Background: an optimization exercise with open tools, aiming at small area, a short achievable clock period and few clock cycles. Do not read the settings as production practice.
Power figures rest on the tool's default switching activity, not on a simulated workload.

Setup of 05-22:
==> module dot_control, before the edit <==
module dot_control (
    input  logic                          clk,
    input  logic                          rst_n,
    input  logic                          started,
    input  logic [sgd_pkg::CFG_W-1:0]     number_of_epochs,
    input  logic [sgd_pkg::CFG_W-1:0]     number_of_samples,
    input  logic [sgd_pkg::CFG_W-1:0]     dimension,
    input  logic [sgd_pkg::CFG_W-1:0]     number_of_bits,
    input  logic [sgd_pkg::CREDIT_W-1:0]  x_wr_credit_counter,
    input  logic                          wr_en,
    output logic                          almost_full,
    output logic                          accept,
    output logic [sgd_pkg::X_ADDR_W-1:0]  x_rd_addr,
    output logic [sgd_pkg::BIT_IDX_W-1:0] word_bit,     
    output logic                          word_first,   
    output logic                          word_last     
);
    logic                  running;
    logic                  busy;        
    logic [BIT_IDX_W-1:0]  bit_idx;
    logic [X_ADDR_W-1:0]   chunk_idx;
    logic [GROUP_W-1:0]    group_left;  
    logic [EPOCH_W-1:0]    epoch_left;  
    logic [CREDIT_W-1:0]   credit_idx;  
    logic [BIT_IDX_W-1:0]  bits_last;
    logic [X_ADDR_W-1:0]   chunks_last;
    logic [8:0]            dim_m1;
    logic                  last_bit;
    logic                  last_chunk;
    logic                  last_group;
    logic                  last_epoch;
    logic [BIT_IDX_W-1:0]  bit_inc;
    logic [X_ADDR_W-1:0]   chunk_inc;
    logic                  end_group;
    logic                  end_job;
    logic                  empty_job;
    logic [CREDIT_W-1:0]   credit_next;
    assign dim_m1    = dimension[8:0] - 1'b1;
    assign empty_job = (number_of_epochs[EPOCH_W-1:0] == '0) || (number_of_samples == '0);
    assign bit_inc   = bit_idx + 1'b1;
    assign chunk_inc = chunk_idx + 1'b1;
    assign accept    = wr_en && !almost_full;
    assign end_group = accept && last_bit && last_chunk;
    assign end_job   = end_group && last_group && last_epoch;
    assign credit_next = end_group ? credit_idx + 1'b1 : credit_idx;
    assign x_rd_addr  = chunk_idx;   
    assign word_bit   = bit_idx;
    assign word_first = (bit_idx == '0) && (chunk_idx == '0);
    assign word_last  = last_bit && last_chunk;
    always_ff @(posedge clk)
    begin
        if (!rst_n)
        begin
            busy        <= 1'b0;
            running     <= 1'b0;
            almost_full <= 1'b1;
            bit_idx     <= '0;
            chunk_idx   <= '0;
            group_left  <= '0;
            epoch_left  <= '0;
            credit_idx  <= '0;
        end
        else
        begin
            if (!busy)
            begin
                if (started)
                begin
                    busy        <= 1'b1;
                    bits_last   <= number_of_bits[BIT_IDX_W-1:0] - 1'b1;   
                    chunks_last <= dim_m1[8:3];
                    group_left  <= number_of_samples[CFG_W-1:1];
                    epoch_left  <= number_of_epochs[EPOCH_W-1:0];
                    last_bit    <= (number_of_bits[BIT_IDX_W-1:0] == BIT_IDX_W'(1));
                    last_chunk  <= (dim_m1[8:3] == '0);
                    last_group  <= (number_of_samples[CFG_W-1:1] == GROUP_W'(1));
                    last_epoch  <= (number_of_epochs[EPOCH_W-1:0] == EPOCH_W'(1));
                    running     <= !empty_job;
                    almost_full <= empty_job || (x_wr_credit_counter == '0);
                end
            end
            else
            begin
                almost_full <= !running || end_job || (x_wr_credit_counter == credit_next);
                if (end_job)
                    running <= 1'b0;
            end
            credit_idx <= credit_next;
            if (accept)
            begin
                bit_idx  <= last_bit ? '0 : bit_inc;
                last_bit <= last_bit ? (bits_last == '0) : (bit_inc == bits_last);
                if (last_bit)
                begin
                    chunk_idx  <= last_chunk ? '0 : chunk_inc;
                    last_chunk <= last_chunk ? (chunks_last == '0) : (chunk_inc == chunks_last);
                    if (last_chunk)
                    begin
                        group_left <= last_group ? number_of_samples[CFG_W-1:1] : group_left - 1'b1;
                        last_group <= last_group ? (number_of_samples[CFG_W-1:1] == GROUP_W'(1))
                                                 : (group_left == GROUP_W'(2));
                        if (last_group)
                        begin
                            epoch_left <= epoch_left - 1'b1;
                            last_epoch <= (epoch_left == EPOCH_W'(2));
                        end
                    end
                end
            end
        end
    end
endmodule
export LEC_CHECK = 0
export CAP_MARGIN = 20
export CORE_MARGIN = 2
export CORE_UTILIZATION = 50
export CTS_BUF_LIST = sky130_fd_sc_hd__clkbuf_8
export CTS_CLUSTER_SIZE = 30
export SETUP_SLACK_MARGIN = 1.75
export SLEW_MARGIN = 20
export SYNTH_HIERARCHICAL = 1
export SYNTH_MINIMUM_KEEP_SIZE = 0
export BUFFER_PORTS_ARGS = -buffer_cell sky130_fd_sc_hd__buf_1
create_clock -name core_clock -period 5.0 [get_ports {clk}]
standard.sh (not shown) runs the stock make flow with config.mk's settings and CLKGATE_MAP_FILE= SYNTH_SCRIPT=/design/flow/synth_recipe.tcl, a recipe that flattens the netlist after the stock synthesis.
==> flow/flow/run.sh <==
#!/bin/bash
# The standard layout (standard.sh, the standard flow's own ORFS flow), except that
# the port buffers are the plain sky130_fd_sc_hd__buf_1 rather than the
# buffer_ports default (a delay buffer); every port still gets one.
set -euo pipefail
echo 'export BUFFER_PORTS_ARGS = -buffer_cell sky130_fd_sc_hd__buf_1' >> config.mk
export BUFFER_PORTS_ARGS="-buffer_cell sky130_fd_sc_hd__buf_1"
cp standard.sh standard_sh.txt
bash standard.sh > standard.log 2>&1
> inputs changed (05-22 -> 02-17)
--- a/flow/design.v
+++ b/flow/design.v
@@ -56,18 +56,18 @@
     logic                  last_bit;
     logic                  last_chunk;
     logic                  last_group;
     logic                  last_epoch;
-    logic [BIT_IDX_W-1:0]  bit_inc;
-    logic [X_ADDR_W-1:0]   chunk_inc;
     logic                  end_group;
     logic                  end_job;
     logic                  empty_job;
     logic [CREDIT_W-1:0]   credit_next;
     assign dim_m1    = dimension[8:0] - 1'b1;
     assign empty_job = (number_of_epochs[EPOCH_W-1:0] == '0) || (number_of_samples == '0);
-    assign bit_inc   = bit_idx + 1'b1;
-    assign chunk_inc = chunk_idx + 1'b1;
+    assign last_bit   = (bit_idx == bits_last);
+    assign last_chunk = (chunk_idx == chunks_last);
+    assign last_group = (group_left == GROUP_W'(1));
+    assign last_epoch = (epoch_left == EPOCH_W'(1));
     assign accept    = wr_en && !almost_full;
     assign end_group = accept && last_bit && last_chunk;
     assign end_job   = end_group && last_group && last_epoch;
     assign credit_next = end_group ? credit_idx + 1'b1 : credit_idx;
@@ -98,12 +98,8 @@
                     bits_last   <= number_of_bits[BIT_IDX_W-1:0] - 1'b1;   
                     chunks_last <= dim_m1[8:3];
                     group_left  <= number_of_samples[CFG_W-1:1];
                     epoch_left  <= number_of_epochs[EPOCH_W-1:0];
-                    last_bit    <= (number_of_bits[BIT_IDX_W-1:0] == BIT_IDX_W'(1));
-                    last_chunk  <= (dim_m1[8:3] == '0);
-                    last_group  <= (number_of_samples[CFG_W-1:1] == GROUP_W'(1));
-                    last_epoch  <= (number_of_epochs[EPOCH_W-1:0] == EPOCH_W'(1));
                     running     <= !empty_job;
                     almost_full <= empty_job || (x_wr_credit_counter == '0);
                 end
             end
@@ -115,24 +111,17 @@
             end
             credit_idx <= credit_next;
             if (accept)
             begin
-                bit_idx  <= last_bit ? '0 : bit_inc;
-                last_bit <= last_bit ? (bits_last == '0) : (bit_inc == bits_last);
+                bit_idx <= last_bit ? '0 : bit_idx + 1'b1;
                 if (last_bit)
                 begin
-                    chunk_idx  <= last_chunk ? '0 : chunk_inc;
-                    last_chunk <= last_chunk ? (chunks_last == '0) : (chunk_inc == chunks_last);
+                    chunk_idx <= last_chunk ? '0 : chunk_idx + 1'b1;
                     if (last_chunk)
                     begin
                         group_left <= last_group ? number_of_samples[CFG_W-1:1] : group_left - 1'b1;
-                        last_group <= last_group ? (number_of_samples[CFG_W-1:1] == GROUP_W'(1))
-                                                 : (group_left == GROUP_W'(2));
                         if (last_group)
-                        begin
                             epoch_left <= epoch_left - 1'b1;
-                            last_epoch <= (epoch_left == EPOCH_W'(2));
-                        end
                     end
                 end
             end
         end
[summary]
- [02-17] share of the synthesized netlist area taken by xor and xnor gates fell 0.21 points relative to 05-22
- Higher largest net degree at the start of global routing among 02-17 and 05-22: 02-17
- 02-17 ran to completion and came out clean on the timing, DRC and antenna checks.
- 02-17 vs 05-22 — setup slack rose 0.075 ns.
- Share of total power in sequential cells: 02-17 and 05-22 compared, higher one is 05-22
- Summary of 02-17 over 05-22: sum of buffers and inverters on the critical path rose 3, global routing met3 resource utilization rose 0.21 points, worst setup slack before clock tree synthesis about even, routed wire length on met2 rose 660 microns.
- Delta(number of fill cells, 02-17 - 05-22) < 0
- Relative to 05-22, met1 usage has decreased by 1.1 points in 02-17.
- Synthesized cell count, 02-17 and 05-22, lower one = 02-17.
- Diff 02-17..05-22 | final net count | negligible
- 02-17 vs 05-22 — multi-input combinational gate total dropped about 0.5%.
- Maximum net fanout on the critical path is lower on 02-17
No run of this note included a check of the RTL's function; only the layout flow was run.

## afterwards: timing with drivers on the ports
How much do the figures lean on ideal ports? The routed layouts below were timed once more, with nothing changed but the port constraints.
Step 1 assumes that a clkbuf_16 drives the clock port and a buf_2 every other input.
Step 2, shift: input delay + t, output delay - t, t = (earliest + latest rising clock arrival at the registers) / 2. This alone moves slack from input paths to output paths.
Slacks: ideal / step 1 / step 2; pairs: ideal / step 1.
| run | t, ns | slack for setup (ns) | worst setup path at the end |
|---|---|---|---|
| 05-22 | 0.740 | 1.824 / 1.824 / 1.364 | input to register |
| 02-17 | 0.740 | 1.899 / 1.899 / 1.359 | input to register |
After both steps every run listed still meets setup and hold. The setup slack of 02-17, which loses most, moves by 0.000 ns with the drivers and by -0.540 ns with both steps.
